Source: an optimization exercise on an open RTL-to-GDS flow (aim: small area, a short achievable clock period and few clock cycles per item). Production flows keep margins and buffers that such runs may drop. In this exercise RTL edits were held to simulation tests only and were not proved equivalent to the original. Power is estimated from default activity; no workload was simulated.

===== flow/config.mk =====
export PLATFORM = sky130hd
export DESIGN_NAME = seq_alu
export DESIGN_NICKNAME = seq_alu
export VERILOG_FILES = /design/flow/design.v
export SDC_FILE = /design/flow/constraint.sdc
export NUM_CORES = 4
export LEC_CHECK = 0
export ABC_AREA = 1
export CAP_MARGIN = 20
export CORE_MARGIN = 2
export CORE_UTILIZATION = 40
export SETUP_SLACK_MARGIN = 4.5
export SLEW_MARGIN = 20

===== flow/constraint.sdc =====
create_clock -name core_clock -period 8.0 [get_ports {clk}]
set_input_delay 1.6000 -clock core_clock [delete_from_list [all_inputs] [get_ports {clk}]]
set_output_delay 1.6000 -clock core_clock [all_outputs]
set_load 0.01 [all_outputs]

===== flow/design.v =====
module seq_alu (
  input  logic        clk,
  input  logic        clear_n,
  input  logic        start,
  input  logic [5:0]  op,
  input  logic [31:0] A,
  input  logic [31:0] B,
  output logic        busy,
  output logic        done,
  output logic [31:0] result_lo,
  output logic [31:0] result_hi,
  output logic        carry_out,
  output logic        div_zero,
  output logic        illegal_op
);
  localparam int K     = 4;             
  localparam int NSTEP = 16 / K;
  localparam logic [31:0] K0 = 32'h5555_5556;   
  localparam logic [31:0] K8 = 32'h5556_0000;   
  logic        s_mul, s_mfin, s_d0, s_dit;   
  logic        busy_q, done_q;
  logic [31:0] a_q, b_q;
  logic [4:0]  r_q;                     
  logic [4:0]  cnt_q;
  logic v_arith, v_inv, v_useb, v_carry;   
  logic [3:0] v_tt;                         
  logic v_shl, v_shr, v_sra, v_rot, v_dz, v_ill;
  logic mfirst_q;
  logic [31:0] lo_q, hi_q;
  logic        sx_q;                    
  logic        cx_q;                    
  logic [3*K-1:0] bc_q;                 
  logic [1:0]  cr_q;                    
  logic [2*K-1:0] rls_q, rlc_q;         
  logic        rln_q;                   
  logic        qneg_q;
  logic        msm_q;                   
  logic [5:0]  la_q, lb_q;              
  logic        carry_q, dz_q, ill_q;
  logic accept;
  assign accept = start & ~busy_q;
  function automatic logic [31:0] por(input logic [31:0] x);
    logic [31:0] p;
    p = x;
    p = p | {p[30:0], 1'b0};
    p = p | {p[29:0], 2'b0};
    p = p | {p[27:0], 4'b0};
    p = p | {p[23:0], 8'b0};
    p = p | {p[15:0], 16'b0};
    por = p;
  endfunction
  function automatic logic [31:0] cneg(input logic [31:0] x, input logic s);
    logic [31:0] p;
    p = por(x);
    cneg = x ^ ({32{s}} & {p[30:0], 1'b0});
  endfunction
  function automatic logic [4:0] topone(input logic [31:0] x);
    logic [15:0] v1;  logic [15:0] p1;
    logic [7:0]  v2;  logic [15:0] p2;
    logic [3:0]  v3;  logic [11:0] p3;
    logic [1:0]  v4;  logic [7:0]  p4;
    for (int i = 0; i < 16; i++) begin
      v1[i] = x[2*i+1] | x[2*i];
      p1[i] = x[2*i+1];
    end
    for (int i = 0; i < 8; i++) begin
      v2[i] = v1[2*i+1] | v1[2*i];
      p2[2*i+:2] = v1[2*i+1] ? {1'b1, p1[2*i+1]} : {1'b0, p1[2*i]};
    end
    for (int i = 0; i < 4; i++) begin
      v3[i] = v2[2*i+1] | v2[2*i];
      p3[3*i+:3] = v2[2*i+1] ? {1'b1, p2[2*(2*i+1)+:2]} : {1'b0, p2[2*(2*i)+:2]};
    end
    for (int i = 0; i < 2; i++) begin
      v4[i] = v3[2*i+1] | v3[2*i];
      p4[4*i+:4] = v3[2*i+1] ? {1'b1, p3[3*(2*i+1)+:3]} : {1'b0, p3[3*(2*i)+:3]};
    end
    topone = v4[1] ? {1'b1, p4[7:4]} : {1'b0, p4[3:0]};
  endfunction
  function automatic logic [5:0] blen(input logic [31:0] x);
    logic [31:0] t;
    logic        nz, c;
    t  = {1'b0, x[30:0] ^ x[31:1]};
    nz = |t;
    c  = x[31] & (&(x[31:1] | ~x[30:0]));
    blen = (nz ? {1'b0, topone(t)} + 6'd1 : 6'd0) + {5'd0, c};
  endfunction
  localparam int W = 34 + 2*K + 2;
  logic [K-1:0]  bneg, bone, btwo;
  logic [33:0]   ppx [K];
  logic [33:0]   pp [K];
  logic [32:0]   s_in, c_in;
  logic [33:0]   a1, a2;
  assign s_in = mfirst_q ? 33'd0 : {sx_q, hi_q};
  assign c_in = mfirst_q ? 33'd0 : {cx_q, b_q};
  assign a1   = {{2{a_q[31]}}, a_q};
  assign a2   = {a_q[31], a_q, 1'b0};
  function automatic logic [3*K-1:0] brec(input logic [2*K:0] m);
    logic [3*K-1:0] r;
    for (int j = 0; j < K; j++) begin
      r[3*j]   = m[2*j+1] ^ m[2*j];                                               
      r[3*j+1] = (m[2*j+2] & ~m[2*j+1] & ~m[2*j]) | (~m[2*j+2] & m[2*j+1] & m[2*j]);  
      r[3*j+2] = m[2*j+2] & ~(m[2*j+1] & m[2*j]);                               
    end
    brec = r;
  endfunction
  always_comb begin
    for (int j = 0; j < K; j++) begin
      bone[j] = bc_q[3*j];
      btwo[j] = bc_q[3*j+1];
      bneg[j] = bc_q[3*j+2];
      ppx[j]  = ((a1 & {34{bone[j]}}) | (a2 & {34{btwo[j]}})) ^ {34{bneg[j]}};
      pp[j]   = {~ppx[j][33], ppx[j][32:0]};
    end
  end
  logic [W-1:0] rows [K+2];
  always_comb begin
    for (int j = 0; j < K; j++) begin
      rows[j] = W'(pp[j]) << (2*j);
      if (j > 0) rows[j][2*j-2] = bneg[j-1];
    end
    rows[K]   = W'(s_in);
    rows[K+1] = W'(c_in);
  end
  logic [W-1:0] ms, mc;
  logic [W-1:0] l1s, l1c, l2s, l2c, l3s, l3c, l4s, l4c;
  assign l1s = rows[0] ^ rows[1] ^ rows[2];
  assign l1c = {((rows[0][W-2:0] & rows[1][W-2:0]) | (rows[0][W-2:0] & rows[2][W-2:0]) |
                 (rows[1][W-2:0] & rows[2][W-2:0])), 1'b0};
  assign l2s = rows[3] ^ rows[4] ^ rows[5];
  assign l2c = {((rows[3][W-2:0] & rows[4][W-2:0]) | (rows[3][W-2:0] & rows[5][W-2:0]) |
                 (rows[4][W-2:0] & rows[5][W-2:0])), 1'b0};
  assign l3s = l1s ^ l1c ^ l2s;
  assign l3c = {((l1s[W-2:0] & l1c[W-2:0]) | (l1s[W-2:0] & l2s[W-2:0]) |
                 (l1c[W-2:0] & l2s[W-2:0])), 1'b0};
  assign l4s = l3s ^ l3c ^ l2c;
  assign l4c = {((l3s[W-2:0] & l3c[W-2:0]) | (l3s[W-2:0] & l2c[W-2:0]) |
                 (l3c[W-2:0] & l2c[W-2:0])), 1'b0};
  assign ms = l4s;
  assign mc = l4c;
  logic [2*K+1:0] ret;
  assign ret = {2'b0, rls_q} + {2'b0, rlc_q} + ((2*K+2)'(rln_q) << (2*K-2)) + {{(2*K){1'b0}}, cr_q};
  logic [39:0] fx, fy, kc, fs, fc;
  always_comb begin
    fx = {hi_q, rls_q};
    fy = {b_q, rlc_q};
    kc = {msm_q ? K8 : K0, 1'b0, rln_q, 4'd0, cr_q};
    fs = fx ^ fy ^ kc;
    fc = {((fx[38:0] & fy[38:0]) | (fx[38:0] & kc[38:0]) | (fy[38:0] & kc[38:0])), 1'b0};
  end
  logic        add_inv, add_useb;
  logic [39:0] add_x, add_y;
  logic [40:0] add_sum;
  logic [32:0] add_s;
  assign add_inv  = v_inv;
  assign add_useb = v_useb;
  assign add_x    = s_mfin ? fs : {a_q ^ {32{add_inv}}, {8{add_inv}}};
  assign add_y    = s_mfin ? fc : {b_q & {32{add_useb}}, 8'd0};
  assign add_sum  = {1'b0, add_x} + {1'b0, add_y} + {40'd0, add_inv};
  assign add_s    = add_sum[40:8];
  logic [6:0]  sdiff;
  assign sdiff = {1'b0, la_q} - {1'b0, lb_q};    
  logic [4:0]  ramt;
  logic [31:0] rin;
  logic [31:0] rot, rt0, rt1, rt2, rt3;
  assign ramt = s_d0 ? sdiff[4:0] : r_q;
  assign rin  = b_q;
  assign rt0 = ramt[0] ? {rin[30:0], rin[31]}    : rin;
  assign rt1 = ramt[1] ? {rt0[29:0], rt0[31:30]} : rt0;
  assign rt2 = ramt[2] ? {rt1[27:0], rt1[31:28]} : rt1;
  assign rt3 = ramt[3] ? {rt2[23:0], rt2[31:24]} : rt2;
  assign rot = ramt[4] ? {rt3[15:0], rt3[31:16]} : rt3;
  logic [31:0] therm, smask;
  always_comb begin
    for (int i = 0; i < 32; i++) therm[i] = (5'(i) >= a_q[4:0]);
  end
  always_comb begin
    for (int i = 0; i < 32; i++) smask[i] = v_shl ? therm[i] : therm[31 - i];
  end
  logic [31:0] alu_lo;
  always_comb begin
    alu_lo = ({32{v_arith}} & add_s[31:0])
           | (a_q & b_q & {32{v_tt[3]}}) | (a_q & ~b_q & {32{v_tt[2]}})
           | (~a_q & b_q & {32{v_tt[1]}}) | (~a_q & ~b_q & {32{v_tt[0]}})
           | ({32{v_rot}} & rot)
           | ({32{v_shl | v_shr | v_sra}} & rot & smask)
           | ({32{v_sra & b_q[31]}} & ~smask)
           | {32{v_dz}};
  end
  logic        dneg;
  logic [32:0] dx, dy, dsub, zt;
  logic        dz0, qb;
  logic [31:0] qn, rn, qfin, ng2;
  assign dneg = a_q[31];
  assign dx   = {hi_q[31], hi_q};
  assign dy   = {~dneg, b_q};              
  assign dsub = dx + dy + {32'd0, ~dneg};
  assign zt   = (dx ^ dy) ^ {(dx[31:0] | dy[31:0]), 1'b0};
  assign dz0  = ~|zt;
  assign qb   = dneg ? (dsub[32] | dz0) : ~dsub[32];
  assign qn   = {lo_q[30:0], qb};
  assign rn   = qb ? dsub[31:0] : hi_q;
  assign ng2    = cneg({1'b0, lo_q[30:0]}, 1'b1);
  assign qfin   = qneg_q ? (qb ? {~lo_q[30:0], 1'b1} : {ng2[30:0], 1'b0}) : qn;
  logic asm, bsm, mswap, m_last;
  assign asm    = &A[31:15] | ~|A[31:15];
  assign bsm    = &B[31:15] | ~|B[31:15];
  assign mswap  = (op == 6'd6) & asm & ~bsm;
  assign m_last = s_mul & ((cnt_q == 5'd0) | (msm_q & (cnt_q == 5'(NSTEP - 2))));
  logic bz, single, m_first, m_step, d_early, d_align, d_step, d_last;
  assign bz      = (B == 32'd0);
  assign single  = v_arith | (|v_tt) | v_shl | v_shr |
                   v_sra | v_rot | v_dz | v_ill;
  assign m_first = s_mul & mfirst_q;
  assign m_step  = s_mul & ~mfirst_q;
  assign d_early = s_d0 & sdiff[6];
  assign d_align = s_d0 & ~sdiff[6];
  assign d_last  = s_dit & (cnt_q == 5'd0);
  assign d_step  = s_dit & (cnt_q != 5'd0);
  logic        fin;
  logic [31:0] lo_d, hi_d, b_d;
  assign fin   = single | s_mfin | d_early | d_last;    
  always_comb begin
    lo_d = ({32{single}}  & alu_lo)
         | ({32{m_first}} & {ret[2*K-1:0], b_q[31:2*K]})
         | ({32{m_step}}  & {ret[2*K-1:0], lo_q[31:2*K]})
         | ({32{s_mfin & ~msm_q}} & {add_sum[7:0], lo_q[31:8]})
         | ({32{s_mfin & msm_q}}  & {add_sum[23:0], lo_q[31:24]})
         | ({32{d_step}}  & qn)
         | ({32{d_last}}  & qfin);
    hi_d = ({32{v_dz}}    & a_q)
         | ({32{s_mul}}   & ms[2*K+31:2*K])
         | ({32{s_mfin & ~msm_q}} & add_sum[39:8])
         | ({32{s_mfin & msm_q}}  & {{16{add_sum[39]}}, add_sum[39:24]})
         | ({32{s_d0}}    & a_q)
         | ({32{s_dit}}   & rn);
    b_d  = ({32{~busy_q}}  & ((op == 6'd2) ? cneg(B, B[31]) : mswap ? A : B))
         | ({32{s_mul}}   & mc[2*K+31:2*K])
         | ({32{d_align}} & (rot ^ {32{~dneg}}))
         | ({32{d_step}}  & {~dneg, b_q[31:1]});
  end
  always_ff @(posedge clk) begin
    lo_q <= lo_d;
    hi_q <= hi_d;
    b_q  <= b_d;
    if (!busy_q) begin
      a_q    <= mswap ? B : A;
      msm_q  <= asm | bsm;
      qneg_q <= A[31] ^ B[31];
    end
    r_q  <= (op == 6'd7 || op == 6'd9 || op == 6'd13) ? 5'd0 - A[4:0] : A[4:0];
    la_q <= blen(A);
    lb_q <= blen(B);
    carry_q <= v_carry & add_s[32];
    dz_q    <= single & v_dz;
    ill_q   <= single & v_ill;
    bc_q  <= ~s_mul ? brec({mswap ? A[2*K-1:0] : B[2*K-1:0], 1'b0}) :
             mfirst_q ? brec(b_q[4*K-1:2*K-1]) : brec(lo_q[4*K-1:2*K-1]);
    cr_q  <= mfirst_q ? 2'd0 : ret[2*K+1:2*K];
    sx_q  <= ms[2*K+32];
    cx_q  <= mc[2*K+32];
    rls_q <= ms[2*K-1:0];
    rlc_q <= mc[2*K-1:0];
    rln_q <= bneg[K-1];
    cnt_q <= accept ? 5'(NSTEP - 1) : s_d0 ? sdiff[4:0] : cnt_q - 5'd1;
    done_q   <= fin;
    mfirst_q <= accept & (op == 6'd6);
    s_mul    <= (s_mul & ~m_last) | (accept & (op == 6'd6));
    s_mfin   <= m_last;
    s_d0     <= accept & (op == 6'd2) & ~bz;
    s_dit    <= d_align | d_step;
    busy_q   <= (s_mul & ~m_last) | (d_align & (sdiff[4:0] != 5'd0)) |
                (d_step & (cnt_q != 5'd1)) | (accept & ((op == 6'd6) | ((op == 6'd2) & ~bz)));
    v_arith <= accept & ((op == 6'd0) | (op == 6'd1) | (op == 6'd11));
    v_inv   <= accept & ((op == 6'd1) | (op == 6'd11));
    v_useb  <= accept & ((op == 6'd0) | (op == 6'd1));
    v_carry <= accept & ((op == 6'd0) | (op == 6'd1));
    v_dz  <= accept & (op == 6'd2) & bz;
    v_tt  <= {4{accept}} & ((op == 6'd3) ? 4'b1000 : (op == 6'd4) ? 4'b1110 :
                            (op == 6'd5) ? 4'b0110 : (op == 6'd12) ? 4'b0011 : 4'b0000);
    v_shr <= accept & (op == 6'd7);
    v_shl <= accept & (op == 6'd8);
    v_rot <= accept & ((op == 6'd9) | (op == 6'd10));
    v_sra <= accept & (op == 6'd13);
    v_ill <= accept & (op > 6'd13);
    if (!clear_n) begin
      s_mul  <= 1'b0;
      s_mfin <= 1'b0;
      s_d0   <= 1'b0;
      s_dit  <= 1'b0;
      busy_q <= 1'b0;
      done_q <= 1'b0;
      v_arith <= 1'b0; v_inv <= 1'b0; v_useb <= 1'b0; v_carry <= 1'b0; v_tt <= 4'd0;
      v_shl <= 1'b0; v_shr <= 1'b0; v_sra <= 1'b0;
      v_rot <= 1'b0; v_dz <= 1'b0; v_ill <= 1'b0;
      mfirst_q <= 1'b0;
    end
  end
  assign busy       = busy_q;
  assign done       = done_q;
  assign result_lo  = lo_q;
  assign result_hi  = hi_q;
  assign carry_out  = carry_q;
  assign div_zero   = dz_q;
  assign illegal_op = ill_q;
endmodule

===== flow/run.sh =====
#!/bin/bash
# synth_recipe.tcl (not shown) runs the flow's synth.tcl, then flattens the netlist and writes it again
# the make line also repeats each setting of config.mk as NAME=value (left out here)
make -C /OpenROAD-flow-scripts/flow DESIGN_CONFIG=/design/flow/config.mk WORK_HOME=/design/flow/orfs CLKGATE_MAP_FILE= SYNTH_SCRIPT=/design/flow/synth_recipe.tcl finish

==> notes.md, run 1 <==
Actual transition at the worst max-transition pin: 1.09 ns
Register-to-register setup slack: 4.31 ns
Synthesized instance count: 5385
Critical Path Sink Type: flop
Launching point of the worst reg2reg path: s_mfin$_SDFF_PN0_
Post-route fraction of the period consumed by the critical path: 46.1%
Fin Clk Skew: 0.0305 ns
Clock insertion delay at the later pin of the skew report: 0.65 ns
Asr flop ratio synth: 0%
Origin of the worst min-delay path: v_ill$_SDFF_PN0_
Sum of routed wire length over all layers: 192 mm
Number of levels in the clock H-tree: 1
Netlist cell types: 60
LEAKAGE: 19.2 nW
Gp weighted congestion: 1.12
Count of pins on the block boundary: 142
Drt initial violations: 6225
Fin. max-slew vios: 0
Number of synthesized flops with an enable pin: 34
Cell at the root of the clock tree: clkbuf_16
Critical R2R Capture: lo_q[29]$_DFF_P_
Worst slack, placed: 2.73 ns
Dpl hpwl: 142 mm
Leading cell type in the layout, fill and taps excluded: nand2_1
Top library cells by usage in the layout, fill and taps aside: nand2_1 (1321), inv_1 (540), nand3_1 (524)
Via Count: 42000
Count of input and output buffers: 141
Antenna-violating nets left: 0
Mapped cell area: 32900 um2
Detailed-route DRC error count: 0
Highest net fanout along the worst path: 16
Setup tns final: 0 ns
DR vias/cell: 6.29
Initial Utilization: 40.2%
Final Worst Setup Slack: 4.31 ns
# hold bufs at CTS: 0
Synthesized area per cell: 6.10 um2
Post-synthesis sequential element count: 204
Number of placed cells counting well taps: 6370
Number of maximum-capacitance constraint violations: 0
Total congestion overflow after global routing: 0
Synthesized netlist net count: 5825
TritonCTS clock tree: done
Final Hold Vio Count: 0
Die Wd: 291 um
Number of clock buffers inserted by TritonCTS: 29
Share of the core filled with cells: 50.1%
Final instance area: 40900 um2
CTS sink cnt: 204
Seq/Total Area, Yosys: 13.5%
Maximum number of pins on one net before global-route repair: 63
Terminating pin of the worst hold path: ill_q$_DFF_P_
Post-layout min period: 3.69 ns
# nets final: 6022
Detailed-route wire length per cell: 28.8 um
Final setup fails: 0
Vert. Die Dim: 291 um
WP data arrival: 4.22 ns
Non-filler cells in the finished layout: 6681
Outcome: complete, no violations
Dominant synthesized flop cell: dfxtp_1
Slew HR: 27.1%
Std-Cell Rows: 105
Logic depth of the worst register-to-register path: 17
Required time at the endpoint of the critical path: 8.53 ns
Layout cell share with drive strength beyond 1: 18.5%
Min-delay worst type: reg -> reg
Yosys warning total: 4
Clock buffer depth: 3
Min-Delay Path Depth: 0
Type of the worst setup path: reg -> reg
Peak ir drop on the vdd network: 0.000162 V
Type of element launching the critical path: flop
Achievable frequency: 271 MHz
Die Outline Area: 84500 um2
All-layer global routing usage: 42.8%
DR pass1 iterations: 9
Power density relative to cell area: 141 nW/um2
Synthesis-to-layout area growth: 24.5%
Clock-pin transition on the worst setup and hold timing paths: 0.06 ns
First-pass GRT wire length: 267 mm
Vias in the first global route: 38600
Area post-placement: 35100 um2
Antenna violations before repair: 5
Setup repair after global routing missed its margin: true
Core region area: 81700 um2
==> worst max-delay path, cell delays in order, from the launching register on <==
cell     delay [ns]
dfxtp_4        0.48
inv_8          0.11
buf_12         0.18
nand2_2        0.17
buf_12         0.21
o22ai_1        0.11
ha_2           0.45
nand2_1        0.14
nor2_1         0.20
nand2_1        0.13
nor2_1         0.22
nand3_1        0.19
nand3_1        0.24
nand2_1        0.20
nand3_2        0.13
nand3_4        0.13
nor2_4         0.19
nand2_1        0.06
==> repair_timing <==
| item | in CTS | in global routing |
|---|---|---|
| endpoints found under the setup margin | 161 | 107 |
| gates cloned | 11 | 8 |
| endpoints found under the hold margin | 0 | 0 |
| resized for setup | 593 | 424 |
| setup buffers | 111 | 121 |
| pin swaps | 65 | 104 |
==> synthesized netlist by cell type, types with 9 or more instances <==
library cell,count,area [um2]
nand4_1,62,388
o21ai_1,22,110
fa_1,140,2800
o22ai_1,219,1370
o2111ai_1,13,114
buf_2,44,220
buf_1,20,75.1
or2_2,15,93.8
inv_2,16,60.1
o21ai_0,355,1780
buf_4,38,285
xnor2_1,17,149
nor3_1,23,115
o21bai_1,15,113
dfxtp_1,170,3400
nand2_2,12,75.1
o211ai_1,14,105
edfxtp_1,34,1020
clkinv_1,26,97.6
nand2_1,1371,5150
a22oi_1,10,75.1
ha_1,227,2840
a21oi_1,306,1530
a221oi_1,38,333
xor2_1,184,1610
clkbuf_1,184,691
inv_1,649,2440
o21a_1,9,67.6
nand3_1,595,2980
nor2_1,408,1530
nand3b_1,51,383
o221ai_1,12,105
==> layer usage <==
layer | up-vias | global-route usage (%) | wire length (um) | share of wire [%]
li1 | 18300 | - | - | -
met1 | 19600 | 52.9 | 69100 | 36
met2 | 3245 | 63.3 | 78200 | 41
met3 | 856 | 13.5 | 27100 | 14
met4 | 4 | 29.5 | 17600 | 9.2
met5 | - | 0 | 82 | 0.043
==> final cells by class <==
type | instances | area [um2]
Antenna cell | 6 | 15.0
Clock buffer | 31 | 754
Clock inverter | 23 | 235
Fill cell | 8539 | 40800
Inverter | 691 | 2940
Multi-Input combinational cell | 4201 | 26800
Sequential cell | 204 | 4540
Tap cell | 1070 | 1340
Timing Repair Buffer | 451 | 4250
Timing Repair inverter | 4 | 25.0
==> state kept, by name (all words and copies together) (netlist names), 2 cells and up <==
register,count
bc_q,12
rls_q,8
rlc_q,6
cr_q,2
a_q,32
la_q,6
cnt_q,5
v_tt,4
lo_q,32
b_q,32
lb_q,6
hi_q,32
r_q,5
==> how the worst max path moves through the flow <==
stage | start | depth (start not counted) | to | slack (ns)
detailed placement | B[16] | 15 | bc_q[6]$_DFF_P_ | 2.73
global route | msm_q$_DFFE_PN_ | 16 | lo_q[19]$_DFF_P_ | 4.30
floorplan | B[31] | 20 | lb_q[4]$_DFF_P_ | 4.30
CTS | s_mfin$_SDFF_PN0_ | 21 | lo_q[22]$_DFF_P_ | 4.46
global placement | B[19] | 15 | bc_q[6]$_DFF_P_ | 2.74
finish | s_mfin$_SDFF_PN0_ | 17 | lo_q[29]$_DFF_P_ | 4.31
==> stage by stage <==
stage | hold WS, ns | total power, mW
final | 0.375 | 5.75
after global routing | 0.378 | 6.03
after CTS | 0.376 | 5.46
after detailed placement | 0.367 | 3.94
after global placement | 0.360 | 3.91
after floorplan | 0.329 | 2.95
==> power breakdown <==
part | switching, mW | internal [mW]
registers | 0.127 | 1.14
clock network | 0.629 | 0.786
logic | 1.94 | 1.13
==> cells by family (layout without fill, tap and decap cells) <==
logic type      Yosys count  count (layout)  synth area share [%]
simple gates           2573            2575                  33.5
fa+ha+maj               367             367                  17.2
buf+inv                 982            1200                  11.9
xor+xnor                201             201                  5.36
mux                       1               1                0.0305
compound gates         1057            1057                  18.5
flops                   204             204                  13.5
other cells               0               6                     0
Testbench counts, summed over its fixed seeds: cycles 21,056, ops 8,000.
==> inputs of run 2 (changes only) <==
--- a/flow/design.v
+++ b/flow/design.v
@@ -16,7 +16,6 @@
   localparam int K     = 4;             
   localparam int NSTEP = 16 / K;
   localparam logic [31:0] K0 = 32'h5555_5556;   
-  localparam logic [31:0] K8 = 32'h5556_0000;   
   logic        s_mul, s_mfin, s_d0, s_dit;   
   logic        busy_q, done_q;
   logic [31:0] a_q, b_q;
@@ -34,7 +33,6 @@
   logic [2*K-1:0] rls_q, rlc_q;         
   logic        rln_q;                   
   logic        qneg_q;
-  logic        msm_q;                   
   logic [5:0]  la_q, lb_q;              
   logic        carry_q, dz_q, ill_q;
   logic accept;
@@ -87,8 +85,8 @@
   endfunction
   localparam int W = 34 + 2*K + 2;
   logic [K-1:0]  bneg, bone, btwo;
-  logic [33:0]   ppx [K];
-  logic [33:0]   pp [K];
+  logic [K-1:0][33:0] ppx;
+  logic [K-1:0][33:0] pp;
   logic [32:0]   s_in, c_in;
   logic [33:0]   a1, a2;
   assign s_in = mfirst_q ? 33'd0 : {sx_q, hi_q};
@@ -104,24 +102,24 @@
     end
     brec = r;
   endfunction
-  always_comb begin
-    for (int j = 0; j < K; j++) begin
-      bone[j] = bc_q[3*j];
-      btwo[j] = bc_q[3*j+1];
-      bneg[j] = bc_q[3*j+2];
-      ppx[j]  = ((a1 & {34{bone[j]}}) | (a2 & {34{btwo[j]}})) ^ {34{bneg[j]}};
-      pp[j]   = {~ppx[j][33], ppx[j][32:0]};
-    end
-  end
-  logic [W-1:0] rows [K+2];
-  always_comb begin
-    for (int j = 0; j < K; j++) begin
-      rows[j] = W'(pp[j]) << (2*j);
-      if (j > 0) rows[j][2*j-2] = bneg[j-1];
-    end
-    rows[K]   = W'(s_in);
-    rows[K+1] = W'(c_in);
-  end
+  logic [K+1:0][W-1:0] rows;
+  genvar gj;
+  generate
+    for (gj = 0; gj < K; gj++) begin : g_row
+      assign bone[gj] = bc_q[3*gj];
+      assign btwo[gj] = bc_q[3*gj+1];
+      assign bneg[gj] = bc_q[3*gj+2];
+      assign ppx[gj]  = ((a1 & {34{bone[gj]}}) | (a2 & {34{btwo[gj]}})) ^ {34{bneg[gj]}};
+      assign pp[gj]   = {~ppx[gj][33], ppx[gj][32:0]};
+      if (gj == 0) begin : g_first
+        assign rows[gj] = W'(pp[gj]);
+      end else begin : g_next
+        assign rows[gj] = (W'(pp[gj]) << (2*gj)) | (W'(bneg[gj-1]) << (2*gj-2));
+      end
+    end
+  endgenerate
+  assign rows[K]   = W'(s_in);
+  assign rows[K+1] = W'(c_in);
   logic [W-1:0] ms, mc;
   logic [W-1:0] l1s, l1c, l2s, l2c, l3s, l3c, l4s, l4c;
   assign l1s = rows[0] ^ rows[1] ^ rows[2];
@@ -144,7 +142,7 @@
   always_comb begin
     fx = {hi_q, rls_q};
     fy = {b_q, rlc_q};
-    kc = {msm_q ? K8 : K0, 1'b0, rln_q, 4'd0, cr_q};
+    kc = {K0, 1'b0, rln_q, 4'd0, cr_q};
     fs = fx ^ fy ^ kc;
     fc = {((fx[38:0] & fy[38:0]) | (fx[38:0] & kc[38:0]) | (fy[38:0] & kc[38:0])), 1'b0};
   end
@@ -202,11 +200,6 @@
   assign rn   = qb ? dsub[31:0] : hi_q;
   assign ng2    = cneg({1'b0, lo_q[30:0]}, 1'b1);
   assign qfin   = qneg_q ? (qb ? {~lo_q[30:0], 1'b1} : {ng2[30:0], 1'b0}) : qn;
-  logic asm, bsm, mswap, m_last;
-  assign asm    = &A[31:15] | ~|A[31:15];
-  assign bsm    = &B[31:15] | ~|B[31:15];
-  assign mswap  = (op == 6'd6) & asm & ~bsm;
-  assign m_last = s_mul & ((cnt_q == 5'd0) | (msm_q & (cnt_q == 5'(NSTEP - 2))));
   logic bz, single, m_first, m_step, d_early, d_align, d_step, d_last;
   assign bz      = (B == 32'd0);
   assign single  = v_arith | (|v_tt) | v_shl | v_shr |
@@ -224,17 +217,15 @@
     lo_d = ({32{single}}  & alu_lo)
          | ({32{m_first}} & {ret[2*K-1:0], b_q[31:2*K]})
          | ({32{m_step}}  & {ret[2*K-1:0], lo_q[31:2*K]})
-         | ({32{s_mfin & ~msm_q}} & {add_sum[7:0], lo_q[31:8]})
-         | ({32{s_mfin & msm_q}}  & {add_sum[23:0], lo_q[31:24]})
+         | ({32{s_mfin}}  & {add_sum[7:0], lo_q[31:8]})
          | ({32{d_step}}  & qn)
          | ({32{d_last}}  & qfin);
     hi_d = ({32{v_dz}}    & a_q)
          | ({32{s_mul}}   & ms[2*K+31:2*K])
-         | ({32{s_mfin & ~msm_q}} & add_sum[39:8])
-         | ({32{s_mfin & msm_q}}  & {{16{add_sum[39]}}, add_sum[39:24]})
+         | ({32{s_mfin}}  & add_sum[39:8])
          | ({32{s_d0}}    & a_q)
          | ({32{s_dit}}   & rn);
-    b_d  = ({32{~busy_q}}  & ((op == 6'd2) ? cneg(B, B[31]) : mswap ? A : B))
+    b_d  = ({32{~busy_q}}  & ((op == 6'd2) ? cneg(B, B[31]) : B))
          | ({32{s_mul}}   & mc[2*K+31:2*K])
          | ({32{d_align}} & (rot ^ {32{~dneg}}))
          | ({32{d_step}}  & {~dneg, b_q[31:1]});
@@ -244,8 +235,7 @@
     hi_q <= hi_d;
     b_q  <= b_d;
     if (!busy_q) begin
-      a_q    <= mswap ? B : A;
-      msm_q  <= asm | bsm;
+      a_q    <= A;
       qneg_q <= A[31] ^ B[31];
     end
     r_q  <= (op == 6'd7 || op == 6'd9 || op == 6'd13) ? 5'd0 - A[4:0] : A[4:0];
@@ -254,7 +244,7 @@
     carry_q <= v_carry & add_s[32];
     dz_q    <= single & v_dz;
     ill_q   <= single & v_ill;
-    bc_q  <= ~s_mul ? brec({mswap ? A[2*K-1:0] : B[2*K-1:0], 1'b0}) :
+    bc_q  <= ~s_mul ? brec({B[2*K-1:0], 1'b0}) :
              mfirst_q ? brec(b_q[4*K-1:2*K-1]) : brec(lo_q[4*K-1:2*K-1]);
     cr_q  <= mfirst_q ? 2'd0 : ret[2*K+1:2*K];
     sx_q  <= ms[2*K+32];
@@ -265,11 +255,11 @@
     cnt_q <= accept ? 5'(NSTEP - 1) : s_d0 ? sdiff[4:0] : cnt_q - 5'd1;
     done_q   <= fin;
     mfirst_q <= accept & (op == 6'd6);
-    s_mul    <= (s_mul & ~m_last) | (accept & (op == 6'd6));
-    s_mfin   <= m_last;
+    s_mul    <= (s_mul & (cnt_q != 5'd0)) | (accept & (op == 6'd6));
+    s_mfin   <= s_mul & (cnt_q == 5'd0);
     s_d0     <= accept & (op == 6'd2) & ~bz;
     s_dit    <= d_align | d_step;
-    busy_q   <= (s_mul & ~m_last) | (d_align & (sdiff[4:0] != 5'd0)) |
+    busy_q   <= (s_mul & (cnt_q != 5'd0)) | (d_align & (sdiff[4:0] != 5'd0)) |
                 (d_step & (cnt_q != 5'd1)) | (accept & ((op == 6'd6) | ((op == 6'd2) & ~bz)));
     v_arith <= accept & ((op == 6'd0) | (op == 6'd1) | (op == 6'd11));
     v_inv   <= accept & ((op == 6'd1) | (op == 6'd11));
==> run 2 against run 1 <==
Synthesized cell count shrank 6.3%. First-iteration DRC count shrank 13%. Global-route usage rose by 0.42 points. Register-to-register slack improved by 0.10 ns. Critical path depth decreased by 3. Setup slack improved by 0.10 ns. Still clean on timing, DRC and antenna.
==> notes.md, run 2 <==
Detailed-route DRC error count: 0 (unchanged)
Synthesized netlist net count: 5460 (-6.3%)
All-layer global routing usage: 43.2% (+0.42 points)
Detailed-route wire length per cell: 28.7 um (-0.19%)
Leading cell type in the layout, fill and taps excluded: nand2_1
Proportion of synthesized area in mux cells: 0% (-0.030 points)
Number of synthesized flops with an enable pin: 33 (-2.9%)
Post-route fraction of the period consumed by the critical path: 44.8% (-1.3 points)
Yosys warning total: 1 (-3)
Area post-placement: 33200 um2 (-5.4%)
Number of placed cells counting well taps: 6030 (-5.3%)
Via Count: 38600 (-8.0%)
Dpl hpwl: 138 mm (-3.0%)
Top-area cell type share of the netlist area: 15.7% (about the same)
Final instance area: 37700 um2 (-7.9%)
Fin. max-slew vios: 0 (unchanged)
Clock buffer depth: 3 (unchanged)
Outcome: complete, no violations
Sum of routed wire length over all layers: 180 mm (-6.5%)
Vert. Die Dim: 282 um (-3.0%)
CTS sink cnt: 203 (-0.49%)
Worst path bufs/invs: 2 (-1)
Vias in the first global route: 34900 (-9.7%)
Area occupied by registers: 4450 um2 (-2.0%)
Critical Path Sink Type: flop
Initial Utilization: 40.5% (+0.33 points)
Dominant synthesized flop cell: dfxtp_1
TritonCTS clock tree: done
Number of maximum-capacitance constraint violations: 0 (unchanged)
Count of pins on the block boundary: 142 (unchanged)
# nets final: 5617 (-6.7%)
Number of fill cells in the layout: 7961 (-6.8%)
Synthesized area per cell: 6.12 um2 (+0.29%)
Maximum number of pins on one net before global-route repair: 57 (-9.5%)
DR WL met3: 23.3 mm (-14%)
Antenna violations before repair: 4 (-1)
Xor and xnor area share after synthesis: 5.47% (+0.11 points)
Fin Clk Skew: 0.0345 ns (+0.00399 ns)
Synthesis-to-layout area growth: 22.1%
Highest net fanout along the worst path: 7 (-9)
Number of clock buffers inserted by TritonCTS: 31 (+6.9%)
Simple-gate portion of the synthesized area: 32.8% (-0.65 points)
Area leader, netlist: nand2_1
Number of levels in the clock H-tree: 1 (unchanged)
Final Hold Vio Count: 0 (unchanged)
Category of cells accounting for the largest share of critical-path delay: simple AND/OR/NAND/NOR gates
Delay of the slowest cell on the worst path: 0.47 ns (about the same)
Peak ir drop on the vdd network: 0.000158 V (-2.3%)
WL met1: 67.5 mm (-2.3%)
Most instantiated library cell after synthesis: nand2_1
Netlist cell types: 57 (-5.0%)
# hold bufs at CTS: 0 (unchanged)
Count of input and output buffers: 141 (unchanged)
Synthesized instance count: 5048 (-6.3%)
Gp weighted congestion: 1.12 (about the same)
First-pass GRT wire length: 248 mm (-7.0%)
Setup tns final: 0 ns (unchanged)
Non-filler cells in the finished layout: 6261 (-6.3%)
Drt initial violations: 5394 (-13%)
Arithmetic-cell share of the synthesized area counting full adders, half adders and majority gates: 16.9% (-0.28 points)
Type of element launching the critical path: flop
Share of the core filled with cells: 49.5% (-0.60 points)
Layout cell share with drive strength beyond 1: 15.8% (-2.6 points)
Post-layout min period: 3.59 ns (-0.101 ns)
Antenna-violating nets left: 0 (unchanged)
Actual transition at the worst max-transition pin: 1.34 ns (+0.246 ns)
Die Outline Area: 79500 um2 (-5.9%)
Area contributors post-synth: nand2_1 (16%), dfxtp_1 (11%), nand3_1 (9.1%), ha_1 (8.5%), fa_1 (8.4%)
Dominant combinational cell family by area after synthesis: simple AND/OR/NAND/NOR gates
Share of the synthesized area in compound gates (AO/OA/AOI/OAI): 18.5% (-0.046 points)
Cell with the biggest individual delay on the critical path: ha_1
Cell at the root of the clock tree: clkbuf_16
Top library cells by usage in the layout, fill and taps aside: nand2_1 (1252), inv_1 (548), nand3_1 (491)
Required time at the endpoint of the critical path: 8.52 ns (about the same)
Asr flop ratio synth: 0% (unchanged)
Std-Cell Rows: 101 (-3.8%)
DR pass1 iterations: 7 (-2)
DR vias/cell: 6.17 (-1.8%)
Seq/Total Area, Yosys: 14.2% (+0.76 points)
Total congestion overflow after global routing: 0 (unchanged)
Achievable frequency: 279 MHz (+2.8%)
Clock-pin transition on the worst setup and hold timing paths: 0.06 ns (about the same)
Type of the worst setup path: reg -> reg
WP data arrival: 4.10 ns (-0.12 ns)
Post-synthesis sequential element count: 203 (-0.49%)
Setup repair after global routing missed its margin: true
Core region area: 76200 um2 (-6.7%)
LEAKAGE: 17.8 nW (-7.3%)
Met2 Routed Length: 71.9 mm (-8.1%)
Final hold slack: 0.383 ns (+0.00861 ns)
Top cell types by occurrence after synthesis: nand2_1 (1290), inv_1 (622), nand3_1 (562)
Power density relative to cell area: 151 nW/um2 (+7.3%)
Total area of multi-input combinational cells: 24700 um2 (-7.8%)
Chain of cells forming the critical path: inv_1 -> ha_1 -> a22oi_1 -> ha_1 -> inv_1 -> o21ai_0 -> a21oi_1 -> nand2_1 -> nor2_2 -> nand4_1 -> nand3_2 -> nand3_1 -> nor2_1 -> nand2_1
Min-delay worst type: reg -> reg
Slew HR: 10.8% (-16 points)
Final setup fails: 0 (unchanged)
Die Wd: 282 um (-3.0%)
Topmost layer with routed signal wires: met5
Clock insertion delay at the later pin of the skew report: 0.63 ns (-0.02 ns)
Mapped cell area: 30900 um2 (-6.0%)
-- run 2: cell types whose count changed after synthesis, moves of 15 or more --
cell | previous run | this run
o21ai_1 | 22 | 62
a21oi_1 | 306 | 265
nand3_1 | 595 | 562
inv_1 | 649 | 622
o221ai_1 | 12 | 31
ha_1 | 227 | 209
a22oi_1 | 10 | 31
o21bai_1 | 15 | 30
o21ai_0 | 355 | 250
nand2_1 | 1371 | 1290
clkbuf_1 | 184 | 158
nand3b_1 | 51 | 23
-- run 2: final cells by class --
cell class	count	area share, %
Antenna cell	2	0.0133
Clock buffer	40	2.34
Clock inverter	17	0.395
Inverter	673	7.27
Multi-Input combinational cell	3918	65.6
Sequential cell	203	11.8
Tap cell	1030	3.42
Timing Repair Buffer	378	9.19
-- run 2: path summary, 6_finish.rpt --
kind | start | end | slack (ns) | cells past startpoint
max | b_q[30]$_DFF_P_ | lo_q[31]$_DFF_P_ | 4.41 | 14
min | v_ill$_SDFF_PN0_ | ill_q$_DFF_P_ | 0.38 | 0
max reg2reg | b_q[30]$_DFF_P_ | lo_q[31]$_DFF_P_ | 4.41 | 14
min reg2reg | v_ill$_SDFF_PN0_ | ill_q$_DFF_P_ | 0.38 | 0
-- run 2: where the power goes --
| part | total, mW | internal, mW | switching, mW | leakage [nW] |
|---|---|---|---|---|
| Combinational | 3.01 | 1.07 | 1.94 | 15.5 |
| Clock | 1.43 | 0.814 | 0.621 | 0.502 |
| Sequential | 1.24 | 1.13 | 0.111 | 1.77 |
-- run 2: worst reg2reg max path, cell delays in order, from the launching register on --
cell     delay (ns)
dfxtp_1        0.34
inv_1          0.34
ha_1           0.47
a22oi_1        0.36
ha_1           0.41
inv_1          0.20
o21ai_0        0.11
a21oi_1        0.18
nand2_1        0.09
nor2_2         0.21
nand4_1        0.18
nand3_2        0.17
nand3_1        0.21
nor2_1         0.18
nand2_1        0.06
-- run 2: cells by family after synthesis --
family / count (synthesis)
AO/OA/AOI/OAI: 977
XOR/XNOR: 193
adder cells (fa/ha/maj): 339
buffers and inverters: 936
flip-flops: 203
AND/OR/NAND/NOR: 2400
-- run 2: routing by layer --
| metal | vias to the layer above | GRT usage [%] |
|---|---|---|
| met5 | - | 0 |
| met4 | 6 | 31.3 |
| met3 | 696 | 13.1 |
| met2 | 2731 | 61.9 |
| met1 | 18100 | 54.8 |
| li1 | 17100 | - |
-- run 2: what timing repair did --
action,CTS,global route
setup buffers,68,86
pin swaps,24,53
setup endpoints to repair,113,97
resized for setup,377,349
gates cloned,11,6
hold endpoints to repair,0,0
-- run 2: stage by stage --
stage / setup WS [ns] / power [mW]
after global routing: 4.36 / 5.96
after floorplan: 4.41 / 2.89
after global placement: 3.27 / 3.97
final: 4.41 / 5.69
after detailed placement: 3.28 / 3.96
after CTS: 4.36 / 5.47
Testbench counts of run 2, summed over its fixed seeds: cycles 21,956, ops 8,000.
==> inputs of run 3 (changes only) <==
==> flow/flow/run.sh (new file) <==
#!/bin/bash
# The standard layout (standard.sh: ORFS from synthesis to finish) with one change: the
# buffers that ORFS puts on every input and output port are sky130_fd_sc_hd__buf_2 instead of
# the delay cell that buffer_ports picks by default. Everything else is the standard flow.
set -euo pipefail
export BUFFER_PORTS_ARGS="-buffer_cell sky130_fd_sc_hd__buf_2"
bash standard.sh > standard.log 2>&1
==> flow/standard.sh (new file) <==
#!/bin/bash
# synth_recipe.tcl (not shown) runs the flow's synth.tcl, then flattens the netlist and writes it again
# the make line also repeats each setting of config.mk as NAME=value (left out here)
make -C /OpenROAD-flow-scripts/flow DESIGN_CONFIG=/design/flow/config.mk WORK_HOME=/design/flow/orfs CLKGATE_MAP_FILE= SYNTH_SCRIPT=/design/flow/synth_recipe.tcl "${@:-finish}"
removed: flow/run.sh
==> run 3 against run 2 <==
Die area unchanged. Final area decreased by 2.8%. Count of clock-buffer cells in the layout decreased by 6. First-iteration DRC count increased by 9.7%. Setup slack improved by 0.0043 ns. Sequential cell count unchanged. Combinational power about the same. Core utilization decreased by 1.4 points. Sequential power about the same. Non-clock buffer count decreased by 20. Register-to-register slack about the same. Highest routed layer unchanged.
==> notes.md, run 3 <==
Terminating pin of the worst hold path: ill_q$_DFF_P_
Total congestion overflow after global routing: 0 (unchanged)
Cell at the root of the clock tree: clkbuf_16
Gp weighted congestion: 1.15 (+2.5%)
Critical R2R Capture: lo_q[30]$_DFF_P_
Initial Utilization: 40.5% (unchanged)
Vert. Die Dim: 282 um (unchanged)
Synthesized instance count: 5048 (unchanged)
Final setup fails: 0 (unchanged)
TritonCTS clock tree: done
Top library cells by usage in the layout, fill and taps aside: nand2_1 (1265), inv_1 (558), nand3_1 (504)
Std-Cell Rows: 101 (unchanged)
Detailed-route wire length per cell: 28.2 um (-1.6%)
All-layer global routing usage: 42.6% (-0.68 points)
Fin. max-slew vios: 0 (unchanged)
Number of synthesized flops with an enable pin: 33 (unchanged)
Critical Path Sink Type: flop
Yosys warning total: 1 (unchanged)
Post-layout min period: 3.58 ns (-0.00431 ns)
Area contributors post-synth: nand2_1 (16%), dfxtp_1 (11%), nand3_1 (9.1%), ha_1 (8.5%), fa_1 (8.4%)
Peak ir drop on the vdd network: 0.000166 V (+5.3%)
Number of levels in the clock H-tree: 1 (unchanged)
Setup tns final: 0 ns (unchanged)
Dominant synthesized flop cell: dfxtp_1
Detailed-route DRC error count: 0 (unchanged)
Post-route fraction of the period consumed by the critical path: 44.8% (-0.054 points)
CTS sink cnt: 203 (unchanged)
Synthesized netlist net count: 5460 (unchanged)
Netlist cell types: 57 (unchanged)
Required time at the endpoint of the critical path: 8.48 ns (-0.04 ns)
Final Worst Setup Slack: 4.42 ns (+0.00431 ns)
Logic depth of the worst register-to-register path: 15 (+1)
Setup repair after global routing missed its margin: true
Number of maximum-capacitance constraint violations: 0 (unchanged)
Synthesis-to-layout area growth: 18.7%
Count of pins on the block boundary: 142 (unchanged)
Number of clock buffers inserted by TritonCTS: 28 (-9.7%)
Type of the worst setup path: reg -> reg
Min-delay worst type: reg -> reg
Post-synthesis sequential element count: 203 (unchanged)
Drt initial violations: 5915 (+9.7%)
Maximum number of pins on one net before global-route repair: 63 (+11%)
First-pass GRT wire length: 246 mm (-0.83%)
Power density relative to cell area: 150 nW/um2 (-0.35%)
Antenna-violating nets left: 0 (unchanged)
# nets final: 5593 (-0.43%)
Seq/Total Area, Yosys: 14.2% (unchanged)
Worst slack, placed: 3.31 ns (+0.0244 ns)
Clock-pin transition on the worst setup and hold timing paths: 0.06 ns (about the same)
DR vias/cell: 6.21 (+0.63%)
Clock buffer depth: 3 (unchanged)
Leading cell type in the layout, fill and taps excluded: nand2_1
Outcome: complete, no violations
WP data arrival: 4.06 ns (-0.04 ns)
Antenna violations before repair: 12 (+8)
Asr flop ratio synth: 0% (unchanged)
Core region area: 76200 um2 (unchanged)
Achievable frequency: 279 MHz (+0.12%)
Fin Clk Skew: 0.0368 ns (+0.00231 ns)
Origin of the worst min-delay path: v_ill$_SDFF_PN0_
Min-Delay Path Depth: 0 (unchanged)
Die Outline Area: 79500 um2 (unchanged)
Launching point of the worst reg2reg path: b_q[19]$_DFF_P_
Register-to-register setup slack: 4.42 ns (about the same)
Vias in the first global route: 35000 (+0.37%)
Most instantiated library cell after synthesis: nand2_1
Type of element launching the critical path: flop
Sum of routed wire length over all layers: 176 mm (-1.9%)
Synthesized area per cell: 6.12 um2 (unchanged)
Layout cell share with drive strength beyond 1: 16.7% (+0.83 points)
Mapped cell area: 30900 um2 (unchanged)
Area leader, netlist: nand2_1
Count of input and output buffers: 141 (unchanged)
DR pass1 iterations: 7 (unchanged)
Die Wd: 282 um (unchanged)
Via Count: 38700 (+0.26%)
Slew HR: 14.5% (+3.6 points)
Top-area cell type share of the netlist area: 15.7% (unchanged)
Final Hold Vio Count: 0 (unchanged)
Dpl hpwl: 134 mm (-2.6%)
Clock insertion delay at the later pin of the skew report: 0.62 ns (about the same)
Top cell types by occurrence after synthesis: nand2_1 (1290), inv_1 (622), nand3_1 (562)
Highest net fanout along the worst path: 5 (-2)
Actual transition at the worst max-transition pin: 1.27 ns (-0.0679 ns)
LEAKAGE: 17.5 nW (-1.7%)
Critical path launch point: b_q[19]$_DFF_P_
## run 3: cell counts after synthesis
Identical to the previous run, type by type.
## run 3: power breakdown
part,internal [mW],leakage (nW),switching (mW)
Clock,0.707,0.434,0.575
Combinational,1.06,15.3,1.93
Sequential,1.13,1.77,0.111
Total,2.90,17.5,2.62
## run 3: cell type report
cell class | count | area [um2]
Tap cell | 1030 | 1290
Timing Repair inverter | 5 | 37.5
Antenna cell | 6 | 15.0
Inverter | 673 | 2740
Timing Repair Buffer | 358 | 2740
Sequential cell | 203 | 4470
Clock buffer | 34 | 753
Multi-Input combinational cell | 3912 | 24500
Fill cell | 8105 | 39500
Clock inverter | 17 | 158
## run 3: what timing repair did
item                       CTS  global route
resized for setup          268           242
pin swaps                   10            38
buffers inserted            57            88
cloned                       9             6
setup endpoints to repair  106            99
hold buffers                 0             0
## run 3: how the worst max path moves through the flow
stage / endpoint / slack, ns
after CTS: hi_q[13]$_DFF_P_ / 4.48
after global routing: lo_q[20]$_DFF_P_ / 4.40
after detailed placement: b_q[12]$_DFF_P_ / 3.31
after floorplan: lb_q[4]$_DFF_P_ / 4.41
final: lo_q[30]$_DFF_P_ / 4.42
after global placement: b_q[12]$_DFF_P_ / 3.13
## run 3: kinds of logic (layout without fill, tap and decap cells)
group | count (synthesis) | count (layout) | share of synthesized area, %
AND/OR/NAND/NOR | 2400 | 2403 | 32.8
AO/OA/AOI/OAI | 977 | 977 | 18.5
buffers and inverters | 936 | 1087 | 12.1
adder cells (fa/ha/maj) | 339 | 339 | 16.9
flip-flops | 203 | 203 | 14.2
XOR/XNOR | 193 | 193 | 5.47
other | 0 | 6 | 0
## run 3: critical path, stage by stage (launching register included)
cell and delay [ns]:
dfxtp_1 0.30, buf_4 0.25, clkinvlp_4 0.28, buf_4 0.20
buf_4 0.18, o22ai_1 0.29, ha_2 0.41, a21o_1 0.27
a21oi_1 0.19, nand2_1 0.16, a21oi_2 0.19, nand4_1 0.17
nand3_1 0.20, nand3_2 0.16, nor2_1 0.14, nand2_1 0.06
## run 3: through the flow
step	cells	utilization, %	total power, mW	hold WS (ns)	cell area (um2)
finish	6238	48.1	5.51	0.400	36700
global route	6233	48.1	5.76	0.403	36700
CTS	6137	45.7	5.26	0.405	34800
detailed placement	6020	42.5	3.91	0.396	32400
global placement	6019	42.5	3.90	0.397	32400
floorplan	5048	-	2.89	0.329	31100
## run 3: per-layer routing
metal  part of all wire, %  track usage [%]
met1                    37             53.4
met2                    40             60.8
met3                    14             15.4
met4                   8.7             28.2
met5                  0.26             1.16
==> inputs of run 4 (changes only) <==
--- a/flow/config.mk
+++ b/flow/config.mk
@@ -8,6 +8,6 @@
 export ABC_AREA = 1
 export CAP_MARGIN = 20
 export CORE_MARGIN = 2
-export CORE_UTILIZATION = 40
+export CORE_UTILIZATION = 46
 export SETUP_SLACK_MARGIN = 4.5
 export SLEW_MARGIN = 20
==> run 4 against run 3 <==
Sequential share of layout area shrank 0.079 points. Synthesized cell count is the same. First-iteration DRC count grew 8.3%. Count of clock-buffer cells in the layout is the same. Clock skew shrank 0.015 ns. Setup slack lost 0.010 ns. Routed wire length grew 2.8%. Final area grew 0.54%. Clock power grew 5%. Sequential cell count is the same. Register-to-register slack is essentially flat. Critical path depth grew 2. Largest cell class unchanged. Highest routed layer unchanged.
==> notes.md, run 4 <==
Outcome: complete, no violations
Worst setup endpoint: lo_q[18]$_DFF_P_
Non-filler cells in the finished layout: 6109 (-2.1%)
Clock buffer depth: 3 (unchanged)
Actual transition at the worst max-transition pin: 1.29 ns (+0.0169 ns)
Area contributors post-synth: nand2_1 (16%), dfxtp_1 (11%), nand3_1 (9.1%), ha_1 (8.5%), fa_1 (8.4%)
Post-route fraction of the period consumed by the critical path: 44.9% (+0.13 points)
TritonCTS clock tree: done
Highest net fanout along the worst path: 6 (+1)
Yosys warning total: 1 (unchanged)
# hold bufs at CTS: 0 (unchanged)
Area post-placement: 32300 um2 (-0.35%)
Mapped cell area: 30900 um2 (unchanged)
Critical Path Sink Type: flop
Register-to-register setup slack: 4.41 ns (about the same)
Worst path bufs/invs: 2 (-2)
Layout cell share with drive strength beyond 1: 17.2% (+0.57 points)
Top library cells by usage in the layout, fill and taps aside: nand2_1 (1261), inv_1 (548), nand3_1 (507)
Topmost layer with routed signal wires: met5
Required time at the endpoint of the critical path: 8.49 ns (about the same)
Synthesized instance count: 5048 (unchanged)
LEAKAGE: 17.6 nW (+0.97%)
Slew HR: 14.2% (-0.23 points)
Clock insertion delay at the later pin of the skew report: 0.62 ns (about the same)
Die Outline Area: 69200 um2 (-13%)
Count of input and output buffers: 141 (unchanged)
Count of pins on the block boundary: 142 (unchanged)
Most instantiated library cell after synthesis: nand2_1
Antenna-violating nets left: 0 (unchanged)
Number of cells on the critical path: 17 (+2)
DR WL met3: 27.1 mm (+9.1%)
Setup repair after global routing missed its margin: true
Post-synthesis sequential element count: 203 (unchanged)
Worst slack, placed: 3.51 ns (+0.203 ns)
Dpl hpwl: 137 mm (+2.2%)
First-pass GRT wire length: 250 mm (+1.6%)
Std-Cell Rows: 95 (-5.9%)
Chain of cells forming the critical path: clkinvlp_4 -> ha_4 -> inv_1 -> o22ai_1 -> a21oi_1 -> ha_1 -> nand2_1 -> nor2_2 -> nand4_1 -> nor2_2 -> o21ai_1 -> nand3_1 -> nand2_1 -> nand3_2 -> nand3_1 -> nor2_1 -> nand2_1
Relative contribution of combinational cells to total power: 54.0% (-0.2 points)
Asr flop ratio synth: 0% (unchanged)
Cell at the root of the clock tree: clkbuf_16
Final Hold Vio Count: 0 (unchanged)
Met2 Routed Length: 70.5 mm (+0.70%)
Number of clock buffers inserted by TritonCTS: 29 (+3.6%)
Fin Clk Skew: 0.0215 ns (-0.0153 ns)
Via Count: 39400 (+1.7%)
Switching power share of the total: 47.4% (-0.091 points)
Clock-pin transition on the worst setup and hold timing paths: 0.07 ns (about the same)
Setup tns final: 0 ns (unchanged)
Core region area: 66800 um2 (-12%)
Initial Utilization: 46.2% (+5.7 points)
Netlist cell types: 57 (unchanged)
Vias in the first global route: 34800 (-0.62%)
Type of element launching the critical path: flop
Detailed-route wire length per cell: 29.6 um (+4.9%)
Cell with the most instances on the worst path: nand2_1
Area leader, netlist: nand2_1
All-layer global routing usage: 49.5% (+7.0 points)
Number of levels in the clock H-tree: 1 (unchanged)
Synthesis-to-layout area growth: 19.3%
Dominant synthesized flop cell: dfxtp_1
Final instance area: 36900 um2 (+0.54%)
Die Wd: 263 um (-6.7%)
Drt initial violations: 6407 (+8.3%)
Post-layout min period: 3.59 ns (+0.0100 ns)
Category of cells accounting for the largest share of critical-path delay: simple AND/OR/NAND/NOR gates
Seq/Total Area, Yosys: 14.2% (unchanged)
Top-area cell type share of the netlist area: 15.7% (unchanged)
Delay of the slowest cell on the worst path: 0.44 ns (+0.03 ns)
Number of placed cells counting well taps: 5873 (-2.4%)
Achievable frequency: 278 MHz (-0.28%)
Total congestion overflow after global routing: 0 (unchanged)
Top cell types by occurrence after synthesis: nand2_1 (1290), inv_1 (622), nand3_1 (562)
Synthesized netlist net count: 5460 (unchanged)
Antenna violations before repair: 14 (+2)
Number of synthesized flops with an enable pin: 33 (unchanged)
WP data arrival: 4.09 ns (+0.03 ns)
Cell with the biggest individual delay on the critical path: dfxtp_4
Min-delay worst type: reg -> reg
Critical R2R Capture: lo_q[18]$_DFF_P_
Maximum number of pins on one net before global-route repair: 63 (unchanged)
Clock Power Share: 24.0% (+0.7 points)
Detailed-route DRC error count: 0 (unchanged)
Type of the worst setup path: reg -> reg
Final setup fails: 0 (unchanged)
Final Worst Setup Slack: 4.41 ns (-0.0100 ns)
Fin. max-slew vios: 0 (unchanged)
WL met1: 65.4 mm (-0.28%)
Number of maximum-capacitance constraint violations: 0 (unchanged)
Vert. Die Dim: 263 um (-6.7%)
Sum of routed wire length over all layers: 181 mm (+2.8%)
Peak ir drop on the vdd network: 0.000190 V (+14%)
Net switching power figure: 2.67 mW (+2.0%)
Logic depth of the worst register-to-register path: 17 (+2)
CTS sink cnt: 203 (unchanged)
DR pass1 iterations: 9 (+2)
Power density relative to cell area: 153 nW/um2 (+1.6%)
Sequential power share: 22.0% (-0.5 points)
# nets final: 5615 (+0.39%)
DR vias/cell: 6.45 (+3.8%)
Leading cell type in the layout, fill and taps excluded: nand2_1
Gp weighted congestion: 1.13 (-2.1%)
Synthesized area per cell: 6.12 um2 (unchanged)
Int Power: 2.96 mW (+2.3%)
Critical path launch point: b_q[1]$_DFF_P_
Launching point of the worst reg2reg path: b_q[1]$_DFF_P_
==> run 4: worst min path at each step <==
| stage | startpoint | end | slack [ns] | cells past startpoint |
|---|---|---|---|---|
| floorplan | bc_q[11]$_DFF_P_ | rln_q$_DFF_P_ | 0.33 | 0 |
| global placement | v_ill$_SDFF_PN0_ | ill_q$_DFF_P_ | 0.40 | 0 |
| detailed placement | v_ill$_SDFF_PN0_ | ill_q$_DFF_P_ | 0.41 | 0 |
| CTS | v_ill$_SDFF_PN0_ | ill_q$_DFF_P_ | 0.42 | 0 |
| global route | v_ill$_SDFF_PN0_ | ill_q$_DFF_P_ | 0.41 | 0 |
| finish | v_ill$_SDFF_PN0_ | ill_q$_DFF_P_ | 0.42 | 0 |
==> run 4: cell type report <==
type,count,area [um2]
antenna,10,25.0
clock inverter,20,204
tap,873,1090
sequential,203,4460
fill,6941,29900
timing repair buffer,379,2990
multi-input combinational,3914,24500
inverter,673,2770
timing repair inverter,3,20.0
clock buffer,34,764
==> run 4: cells by family (layout without fill, tap and decap cells) <==
| kind of cell | after synthesis | after routing | synth area share [%] |
|---|---|---|---|
| DFF | 203 | 203 | 14.2 |
| and+or+nand+nor | 2400 | 2405 | 32.8 |
| other | 0 | 10 | 0 |
| xor gates and xnor gates | 193 | 193 | 5.47 |
| buffers and inverters | 936 | 1109 | 12.1 |
| AOI/OAI and AO/OA | 977 | 977 | 18.5 |
| adders and majority gates | 339 | 339 | 16.9 |
==> run 4: repair_timing <==
item                       CTS  global route
setup buffers               67            88
hold endpoints to repair     0             0
setup endpoints to repair  107           100
gates cloned                 6             8
resized for setup          201           330
pin swaps                    7            45
==> run 4: power groups by stage <==
stage	clock, mW	combinational [mW]	sequential [mW]
finish	1.35	3.04	1.24
global route	1.38	3.24	1.24
CTS	1.35	2.75	1.23
detailed placement	0	2.64	1.26
global placement	0	2.63	1.26
floorplan	0	1.68	1.22
==> run 4: metal layers <==
metal,vias to the layer above,GRT usage (%)
met5,-,0
met3,815,19.7
li1,17100,-
met4,18,36.2
met1,18300,61.6
met2,3133,68.8
==> run 4: metrics by stage <==
step / hold slack [ns] / utilization (%) / power, mW
floorplan: 0.329 / - / 2.89
global route: 0.408 / 55.1 / 5.86
finish: 0.419 / 55.2 / 5.63
detailed placement: 0.406 / 48.3 / 3.90
global placement: 0.404 / 48.3 / 3.89
CTS: 0.416 / 51.7 / 5.33
==> inputs of run 5 (changes only) <==
==> flow/flow/run.sh (replaced) <==
#!/bin/bash
# The standard layout (standard.sh: ORFS from synthesis to finish) with one change: the
# buffers that ORFS puts on every input and output port are sky130_fd_sc_hd__buf_1 instead of
# the delay cell that buffer_ports picks by default. Everything else is the standard flow.
set -euo pipefail
export BUFFER_PORTS_ARGS="-buffer_cell sky130_fd_sc_hd__buf_1"
bash standard.sh > standard.log 2>&1
--- a/flow/config.mk
+++ b/flow/config.mk
@@ -8,6 +8,6 @@
 export ABC_AREA = 1
 export CAP_MARGIN = 20
 export CORE_MARGIN = 2
-export CORE_UTILIZATION = 46
+export CORE_UTILIZATION = 40
 export SETUP_SLACK_MARGIN = 4.5
 export SLEW_MARGIN = 20
==> run 5 against run 4 <==
Total power up 0.25%. Combinational power down 2%. Synthesized cell count unchanged. Sequential share of layout area up 0.056 points. Largest power group unchanged. Global-route usage down 6.7 points. Still clean. Highest routed layer unchanged. Sequential cell count unchanged. Critical endpoint is now lo_q[28]$_DFF_P_. Count of clock-buffer cells in the layout up 3. Core utilization down 7.1 points. Via count down 1.9%.
==> notes.md, run 5 <==
# hold bufs at CTS: 0 (unchanged)
CTS sink cnt: 203 (unchanged)
Area occupied by registers: 4460 um2 (-0.14%)
Number of maximum-capacitance constraint violations: 0 (unchanged)
Net switching power figure: 2.62 mW (-1.8%)
Maximum number of pins on one net before global-route repair: 63 (unchanged)
Die Wd: 282 um (+7.1%)
Vias in the first global route: 34800 (+0.035%)
Area contributors post-synth: nand2_1 (16%), dfxtp_1 (11%), nand3_1 (9.1%), ha_1 (8.5%), fa_1 (8.4%)
Clock-pin transition on the worst setup and hold timing paths: 0.06 ns (about the same)
Peak ir drop on the vdd network: 0.000143 V (-24%)
Initial Utilization: 40.5% (-5.7 points)
Worst slack, placed: 3.34 ns (-0.177 ns)
Std-Cell Rows: 101 (+6.3%)
Mapped cell area: 30900 um2 (unchanged)
Die Outline Area: 79500 um2 (+15%)
Clock Power Share: 25.1% (+1.1 points)
Synthesized area per cell: 6.12 um2 (unchanged)
Vert. Die Dim: 282 um (+7.1%)
Gp weighted congestion: 1.20 (+6.8%)
Power density relative to cell area: 154 nW/um2 (+0.85%)
Final Worst Setup Slack: 4.48 ns (+0.0753 ns)
Antenna-violating nets left: 0 (unchanged)
LEAKAGE: 17.2 nW (-2.7%)
Number of clock buffers inserted by TritonCTS: 28 (-3.4%)
Synthesis-to-layout area growth: 18.6%
Sum of routed wire length over all layers: 175 mm (-3.4%)
Clock insertion delay at the later pin of the skew report: 0.61 ns (about the same)
TritonCTS clock tree: done
Critical Path Sink Type: flop
Core region area: 76200 um2 (+14%)
Antenna violations before repair: 6 (-8)
Drt initial violations: 6143 (-4.1%)
Netlist cell types: 57 (unchanged)
Detailed-route wire length per cell: 28.1 um (-5.3%)
Asr flop ratio synth: 0% (unchanged)
Synthesized instance count: 5048 (unchanged)
Cell at the root of the clock tree: clkbuf_16
Area post-placement: 32200 um2 (about the same)
Actual transition at the worst max-transition pin: 1.24 ns (-0.0443 ns)
Total congestion overflow after global routing: 0 (unchanged)
Type of element launching the critical path: flop
Final Hold Vio Count: 0 (unchanged)
Count of pins on the block boundary: 142 (unchanged)
Highest net fanout along the worst path: 5 (-1)
Achievable frequency: 284 MHz (+2.1%)
Fin Clk Skew: 0.0222 ns (+0.000780 ns)
DR vias/cell: 6.20 (-3.9%)
Final instance area: 36600 um2 (-0.60%)
Number of synthesized flops with an enable pin: 33 (unchanged)
Detailed-route DRC error count: 0 (unchanged)
Required time at the endpoint of the critical path: 8.49 ns (about the same)
Setup repair after global routing missed its margin: true
Relative contribution of combinational cells to total power: 52.7% (-1.3 points)
Top cell types by occurrence after synthesis: nand2_1 (1290), inv_1 (622), nand3_1 (562)
Post-synthesis sequential element count: 203 (unchanged)
Leading cell type in the layout, fill and taps excluded: nand2_1
All-layer global routing usage: 42.8% (-6.7 points)
First-pass GRT wire length: 246 mm (-1.6%)
Sequential power share: 22.1% (about the same)
Synthesized netlist net count: 5460 (unchanged)
Top Usage Layer GRT: met2
Dpl hpwl: 134 mm (-2.3%)
Int Power: 3.03 mW (+2.1%)
WP data arrival: 4.01 ns (-0.08 ns)
Most instantiated library cell after synthesis: nand2_1
Total chip power: 5.65 mW (+0.25%)
Area leader, netlist: nand2_1
Number of fill cells in the layout: 8133 (+17%)
Share of the core filled with cells: 48.1% (-7.1 points)
Seq/Total Area, Yosys: 14.2% (unchanged)
Slew HR: 17.2% (+3.0 points)
Top library cells by usage in the layout, fill and taps aside: nand2_1 (1254), inv_1 (550), nand3_1 (504)
Dominant synthesized flop cell: dfxtp_1
Setup tns final: 0 ns (unchanged)
Post-route fraction of the period consumed by the critical path: 44.0% (-0.94 points)
Number of levels in the clock H-tree: 1 (unchanged)
Layout cell share with drive strength beyond 1: 15.1% (-2.1 points)
Type of the worst setup path: reg -> reg
Total area of multi-input combinational cells: 24400 um2 (-0.51%)
Switching power share of the total: 46.4% (-0.96 points)
Global routing usage on met3: 17.7% (-2.0 points)
Post-layout min period: 3.52 ns (-0.0753 ns)
DR pass1 iterations: 9 (unchanged)
# nets final: 5588 (-0.48%)
Clock buffer depth: 3 (unchanged)
Top-area cell type share of the netlist area: 15.7% (unchanged)
Count of input and output buffers: 141 (unchanged)
Min-delay worst type: reg -> reg
Fin. max-slew vios: 0 (unchanged)
Met2 track demand over resource in global routing: 60.9% (-7.9 points)
Met1 GRT Util: 52.3% (-9.3 points)
Yosys warning total: 1 (unchanged)
Via Count: 38600 (-1.9%)
Final setup fails: 0 (unchanged)
Outcome: complete, no violations
[run 5: cell counts after synthesis]
Identical to the previous run, type by type.
[run 5: logic make-up after synthesis]
kind of cell | share of synthesized area (%)
buffers and inverters | 12.1
xor gates and xnor gates | 5.47
DFF | 14.2
AOI/OAI and AO/OA | 18.5
adders and majority gates | 16.9
and+or+nand+nor | 32.8
[run 5: worst paths after layout]
kind	to	cells after the start	slack (ns)	startpoint
hold reg to reg	ill_q$_DFF_P_	0	0.40	v_ill$_SDFF_PN0_
setup reg to reg	lo_q[28]$_DFF_P_	15	4.48	b_q[20]$_DFF_P_
setup / recovery	lo_q[28]$_DFF_P_	15	4.48	b_q[20]$_DFF_P_
hold / removal	ill_q$_DFF_P_	0	0.40	v_ill$_SDFF_PN0_
[run 5: area by class of cell]
| cell class | count | area share, % |
|---|---|---|
| multi-input combinational | 3909 | 66.6 |
| sequential | 203 | 12.2 |
| inverter | 673 | 7.50 |
| timing repair buffer | 357 | 7.35 |
| tap | 1030 | 3.52 |
| clock buffer | 37 | 2.20 |
| clock inverter | 14 | 0.540 |
| timing repair inverter | 4 | 0.0751 |
| antenna | 5 | 0.0341 |
[run 5: metal layers]
| metal | vias to the layer above | part of all wire [%] | wire [um] |
|---|---|---|---|
| met2 | 2833 | 40 | 69300 |
| met1 | 18000 | 36 | 63800 |
| met4 | 8 | 9.2 | 16100 |
| met5 | - | 0.13 | 228 |
| met3 | 727 | 15 | 25600 |
| li1 | 17000 | - | - |
[run 5: power groups by stage]
| stage | sequential [mW] | combinational, mW | clock, mW |
|---|---|---|---|
| global placement | 1.26 | 2.62 | 0 |
| finish | 1.25 | 2.98 | 1.42 |
| floorplan | 1.22 | 1.68 | 0 |
| detailed placement | 1.27 | 2.63 | 0 |
| CTS | 1.24 | 2.74 | 1.41 |
| global route | 1.25 | 3.20 | 1.45 |
[run 5: worst max-delay path, cell delays in order (launching register included)]
cell and delay, ns:
dfxtp_4 0.48, clkinvlp_4 0.24, buf_4 0.25, o21ai_0 0.60, ha_4 0.29, nand2_1 0.12, nor2_1 0.21, nand2_1 0.11
nor2_1 0.19, nand3_1 0.17, nand3_1 0.12, nand2_1 0.06, nand3_1 0.19, nand3_1 0.18, nor2_1 0.13, nand2_1 0.06
[run 5: stage by stage]
step / cells / hold WS (ns)
after CTS: 6147 / 0.408
after detailed placement: 6024 / 0.398
after global placement: 6023 / 0.399
after floorplan: 5048 / 0.329
after global routing: 6228 / 0.410
final: 6232 / 0.398
[run 5: timing repair]
action | CTS | global route
setup buffers | 63 | 75
cloned | 9 | 4
resized for setup | 254 | 311
endpoints found under the setup margin | 109 | 97
pin swaps | 11 | 54

-- re-timing with driven ports --
Ports are ideal in the flow. The routed layouts listed here were re-timed in OpenROAD. Step 1 (the two cells are an assumption about what drives the block):
set clk [get_ports {clk}]
set_driving_cell -lib_cell sky130_fd_sc_hd__clkbuf_16 $clk
set_driving_cell -lib_cell sky130_fd_sc_hd__buf_2 [delete_from_list [all_inputs] $clk]
Step 2 times the ports against the registers' clock, not the clock port: input delays grow and output delays shrink by t, the midpoint of the rising clock arrivals with the driver on. Three values: no drivers, after step 1, after step 2; two values: the first two.
| run | t, ns | setup WS [ns] | pins driven straight from the clock port |
|---|---|---|---|
| run 1 | 0.705 | 4.313 / 4.313 / 3.930 | 1 |
| run 2 | 0.683 | 4.414 / 4.414 / 3.984 | 1 |
| run 3 | 0.667 | 4.418 / 4.418 / 3.872 | 1 |
| run 4 | 0.675 | 4.408 / 4.408 / 4.013 | 1 |
| run 5 | 0.663 | 4.483 / 4.483 / 4.011 | 1 |
After both steps setup and hold are still met in every run listed. For run 3, which loses most, drivers alone change the setup slack by 0.000 ns; drivers and shift together by -0.546 ns.
